What follows belongs to an exercise in optimizing a design on an open flow for small area, a short achievable clock period and few clock cycles per item; a production flow would make more cautious choices.
At most, simulation tests tie the RTL to the original design; equivalence was not proved.
Power figures rest on the tool's default switching activity, not on a simulated workload.

==> run a: inputs <==
// complex_mult_pipe
module complex_mult_pipe
#(
  parameter int WL    = 16,
  parameter int ROUND = fft_pkg::ROUND_HALFUP,
  parameter int SAT   = fft_pkg::SAT_CLAMP
) (
  input  logic                 clk,
  input  logic                 rst,
  input  logic                 in_valid,
  output logic                 in_ready,
  input  logic signed [WL-1:0] a_r,
  input  logic signed [WL-1:0] a_i,
  input  logic signed [WL-1:0] b_r,
  input  logic signed [WL-1:0] b_i,
  input  logic                 conj_b,
  output logic                 out_valid,
  input  logic                 out_ready,
  output logic signed [WL-1:0] out_r,
  output logic signed [WL-1:0] out_i,
  output logic                 out_ovf
);
  logic       v1, vm, vt, rdy, ins;
  logic [3:0] qv, qv_n;
  logic       v1_n, vm_n, vt_n;
  assign in_ready  = rdy;
  assign out_valid = qv[0];
  assign ins       = vt;
  assign v1_n = rdy ? in_valid : v1;
  assign vm_n = rdy & v1;
  assign vt_n = vm;
  logic [3:0] qv_keep, qv_take;
  ...
Settings: LEC_CHECK=0, CAP_MARGIN=20, CORE_MARGIN=2, CORE_UTILIZATION=55, SETUP_SLACK_MARGIN=4.8, SLEW_MARGIN=20, SYNTH_HIERARCHICAL=1, SYNTH_MINIMUM_KEEP_SIZE=0; clock period 8.0 ns.
run.sh (not shown) runs the stock make flow with config.mk's settings and CLKGATE_MAP_FILE= SYNTH_SCRIPT=/design/flow/synth_recipe.tcl, a recipe that flattens the netlist after the stock synthesis.
==> run b: changes against run a <==
--- a/flow/design.v
+++ b/flow/design.v
@@ -49,20 +49,20 @@
   output logic                 out_valid,
   input  logic                 out_ready,
   output logic signed [WL-1:0] out_r,
   output logic signed [WL-1:0] out_i,
   output logic                 out_ovf
 );
-  logic       v1, vm, vt, rdy, ins;
+  logic       v1, vm, vt, rdy, nrdy, ins;
   logic [3:0] qv, qv_n;
   logic       v1_n, vm_n, vt_n;
   assign in_ready  = rdy;
   assign out_valid = qv[0];
   assign ins       = vt;
-  assign v1_n = rdy ? in_valid : v1;
-  assign vm_n = rdy & v1;
+  assign v1_n = ~nrdy ? in_valid : v1;
+  assign vm_n = ~nrdy & v1;
   assign vt_n = vm;
   logic [3:0] qv_keep, qv_take;
   logic       rdy_keep, rdy_take;
   always_comb begin
     qv_keep = ins ? {qv[2:0], 1'b1} : qv;
     qv_take = qv[0] ? (ins ? qv : {1'b0, qv[3:1]}) : qv_keep;
@@ -75,19 +75,21 @@
   always_ff @(posedge clk) begin
     if (rst) begin
       v1  <= 1'b0;
       vm  <= 1'b0;
       vt  <= 1'b0;
       qv  <= 4'd0;
-      rdy <= 1'b1;
+      rdy  <= 1'b1;
+      nrdy <= 1'b0;
     end else begin
       v1  <= v1_n;
       vm  <= vm_n;
       vt  <= vt_n;
       qv  <= qv_n;
-      rdy <= out_ready ? rdy_take : rdy_keep;
+      rdy  <= out_ready ? rdy_take : rdy_keep;
+      nrdy <= out_ready ? ~rdy_take : ~rdy_keep;
     end
   end
   logic [15:0] r_ar, r_ai;
   logic [7:0]  br_one, br_two, br_neg, bi_one, bi_two, bi_nre, bi_nim;
   logic [7:0]  e_br_one, e_br_two, e_br_neg, e_bi_one, e_bi_two, e_bi_nre, e_bi_nim;
   logic [16:0] x_br, x_bi;
@@ -102,13 +104,13 @@
       e_bi_two[k] = (x_bi[2*k+2] & ~x_bi[2*k+1] & ~x_bi[2*k]) | (~x_bi[2*k+2] & x_bi[2*k+1] & x_bi[2*k]);
       e_bi_nre[k] = x_bi[2*k+2] ^ ~conj_b;
       e_bi_nim[k] = x_bi[2*k+2] ^ conj_b;
     end
   end
   always_ff @(posedge clk) begin
-    if (rdy) begin
+    if (~nrdy) begin
       r_ar   <= a_r;
       r_ai   <= a_i;
       br_one <= e_br_one;
       br_two <= e_br_two;
       br_neg <= e_br_neg;
       bi_one <= e_bi_one;
Settings changed: SETUP_SLACK_MARGIN 4.8 to 4.5.
==> run c: changes against run a <==
--- a/flow/design.v
+++ b/flow/design.v
@@ -49,20 +49,20 @@
   output logic                 out_valid,
   input  logic                 out_ready,
   output logic signed [WL-1:0] out_r,
   output logic signed [WL-1:0] out_i,
   output logic                 out_ovf
 );
-  logic       v1, vm, vt, rdy, ins;
+  logic       v1, vm, vt, rdy, nrdy, ins;
   logic [3:0] qv, qv_n;
   logic       v1_n, vm_n, vt_n;
   assign in_ready  = rdy;
   assign out_valid = qv[0];
   assign ins       = vt;
-  assign v1_n = rdy ? in_valid : v1;
-  assign vm_n = rdy & v1;
+  assign v1_n = ~nrdy ? in_valid : v1;
+  assign vm_n = ~nrdy & v1;
   assign vt_n = vm;
   logic [3:0] qv_keep, qv_take;
   logic       rdy_keep, rdy_take;
   always_comb begin
     qv_keep = ins ? {qv[2:0], 1'b1} : qv;
     qv_take = qv[0] ? (ins ? qv : {1'b0, qv[3:1]}) : qv_keep;
@@ -75,19 +75,21 @@
   always_ff @(posedge clk) begin
     if (rst) begin
       v1  <= 1'b0;
       vm  <= 1'b0;
       vt  <= 1'b0;
       qv  <= 4'd0;
-      rdy <= 1'b1;
+      rdy  <= 1'b1;
+      nrdy <= 1'b0;
     end else begin
       v1  <= v1_n;
       vm  <= vm_n;
       vt  <= vt_n;
       qv  <= qv_n;
-      rdy <= out_ready ? rdy_take : rdy_keep;
+      rdy  <= out_ready ? rdy_take : rdy_keep;
+      nrdy <= out_ready ? ~rdy_take : ~rdy_keep;
     end
   end
   logic [15:0] r_ar, r_ai;
   logic [7:0]  br_one, br_two, br_neg, bi_one, bi_two, bi_nre, bi_nim;
   logic [7:0]  e_br_one, e_br_two, e_br_neg, e_bi_one, e_bi_two, e_bi_nre, e_bi_nim;
   logic [16:0] x_br, x_bi;
@@ -102,13 +104,13 @@
       e_bi_two[k] = (x_bi[2*k+2] & ~x_bi[2*k+1] & ~x_bi[2*k]) | (~x_bi[2*k+2] & x_bi[2*k+1] & x_bi[2*k]);
       e_bi_nre[k] = x_bi[2*k+2] ^ ~conj_b;
       e_bi_nim[k] = x_bi[2*k+2] ^ conj_b;
     end
   end
   always_ff @(posedge clk) begin
-    if (rdy) begin
+    if (~nrdy) begin
       r_ar   <= a_r;
       r_ai   <= a_i;
       br_one <= e_br_one;
       br_two <= e_br_two;
       br_neg <= e_br_neg;
       bi_one <= e_bi_one;
==> results_dict.tcl <==
set metrics [dict create \
    pwr-share-seq 0.212 \
    post_cts_buffers 7 \
    p_comb_frac 0.668 \
    status "complete, no violations" \
    final_cell_mix "xnor2_1 (543), fa_1 (470), a22oi_1 (469), dfxtp_1 (282), edfxtp_1 (220)" \
]
the above is filed under run a

==> results_dict.tcl <==
set metrics [dict create \
    p_switching_mw 9.33 \
    final_cell_mix "xnor2_1 (553), a22oi_1 (480), fa_1 (473), dfxtp_1 (285), edfxtp_1 (220)" \
    ys_ff_latch 506 \
    crit_arrival_ns 3.93 \
    p_per_area_nw_per_um2 515 \
    status "complete, no violations" \
    p_comb_frac 0.653 \
]
the above is filed under run b

==> results_dict.tcl <==
set metrics [dict create \
    p_comb_frac 0.665 \
    status "complete, no violations" \
    netlist_instances 3106 \
    final_cell_mix "xnor2_1 (550), fa_1 (468), a22oi_1 (467), dfxtp_1 (283), edfxtp_1 (220)" \
]
the above is filed under run c

Testbench counts of run b, summed over its fixed seeds: cycles 4,128, items 4,096.
Testbench counts of run c, summed over its fixed seeds: cycles 4,128, items 4,096.
No functional check of the RTL was part of run a.

========
==> run H <==
Another version of the RTL of complex_mult_pipe (not shown whole).
export LEC_CHECK = 0
export CAP_MARGIN = 5
export CORE_MARGIN = 2
export CORE_UTILIZATION = 55
export SETUP_SLACK_MARGIN = 4.8
export SLEW_MARGIN = 5
export SYNTH_HIERARCHICAL = 1
export SYNTH_MINIMUM_KEEP_SIZE = 0
create_clock -name core_clock -period 8.0 [get_ports {clk}]
==> run F: changes against run H <==
--- a/flow/design.v
+++ b/flow/design.v
@@ -103,42 +103,41 @@
       vt  <= vt_n;
       qv  <= qv_n;
       rdy  <= out_ready ? rdy_take : rdy_keep;
       nrdy <= out_ready ? ~rdy_take : ~rdy_keep;
     end
   end
   logic [15:0] r_ar, r_ai;
   logic [7:0]  br_one, br_two, br_neg, bi_one, bi_two, bi_nre, bi_nim;
-  logic [7:0]  e_br_one, e_br_two, e_br_neg, e_bi_one, e_bi_two, e_bi_nre, e_bi_nim;
+  logic [7:0]  e_br_one, e_br_two, e_br_neg, e_bi_one, e_bi_two, e_bi_nre;
   logic [16:0] x_br, x_bi;
   assign x_br = {b_r, 1'b0};
   assign x_bi = {b_i, 1'b0};
   always_comb begin
     for (int k = 0; k < 8; k++) begin
       e_br_one[k] = x_br[2*k+1] ^ x_br[2*k];
       e_br_two[k] = (x_br[2*k+2] & ~x_br[2*k+1] & ~x_br[2*k]) | (~x_br[2*k+2] & x_br[2*k+1] & x_br[2*k]);
       e_br_neg[k] = x_br[2*k+2];
       e_bi_one[k] = x_bi[2*k+1] ^ x_bi[2*k];
       e_bi_two[k] = (x_bi[2*k+2] & ~x_bi[2*k+1] & ~x_bi[2*k]) | (~x_bi[2*k+2] & x_bi[2*k+1] & x_bi[2*k]);
       e_bi_nre[k] = x_bi[2*k+2] ^ ~conj_b;
-      e_bi_nim[k] = x_bi[2*k+2] ^ conj_b;
     end
   end
+  assign bi_nim = ~bi_nre;
   always_ff @(posedge clk) begin
     if (~nrdy) begin
       r_ar   <= a_r;
       r_ai   <= a_i;
       br_one <= e_br_one;
       br_two <= e_br_two;
       br_neg <= e_br_neg;
       bi_one <= e_bi_one;
       bi_two <= e_bi_two;
       bi_nre <= e_bi_nre;
-      bi_nim <= e_bi_nim;
     end
   end
   logic pp1;
   assign pp1 = (((br_one[0] & r_ar[0])) ^ br_neg[0]);
   logic pp2;
   assign pp2 = (((br_one[0] & r_ar[1]) | (br_two[0] & r_ar[0])) ^ br_neg[0]);
   logic pp3;
   assign pp3 = (((br_one[0] & r_ar[2]) | (br_two[0] & r_ar[1])) ^ br_neg[0]);
- CORE_UTILIZATION: 55 -> 65
==> notes <==
- Against run F, the count of clock-buffer cells in the layout of run H is higher by 3.
- Between run H and run F, the lower total power is in run F (gap about 3%, measured against run F).
- In combinational power, run H and run F hardly differ.
- Of run F and run H, run H has the higher sequential cell count (gap 8).
- In run F the via count is higher than in run H, by 0.71%.
Testbench counts of run H, summed over its fixed seeds: cycles 4,128, items 4,096.
Testbench counts of run F, summed over its fixed seeds: cycles 4,128, items 4,096.

[port drivers added, routing unchanged]
The flow's constraints put no driver on any port. The routed layouts listed below were extracted and timed again, unchanged, in two steps. Step 1 sets driving cells, clkbuf_16 on the clock port and buf_2 on the other inputs (assumed; they add their load-dependent delay and slew). Step 2 also shifts input and output timing later by t, the mid clock arrival at the registers, as if the neighbouring blocks saw the same clock. Slacks: ideal ports / drivers / drivers and shift; pairs: ideal ports / drivers.
run	t, ns	setup WS [ns]	worst setup path after step 2
run a	0.680	4.814 / 4.814 / 4.480	input to register
run b	0.682	4.563 / 4.563 / 4.204	input to register
run c	0.698	4.783 / 4.783 / 4.260	input to register
run H	0.694	4.778 / 4.778 / 4.278	input to register
run F	0.659	4.775 / 4.775 / 4.634	input to register
After both steps setup and hold are still met in every run listed. The setup slack of run c, which loses most, moves by 0.000 ns with the drivers and by -0.523 ns with both steps.
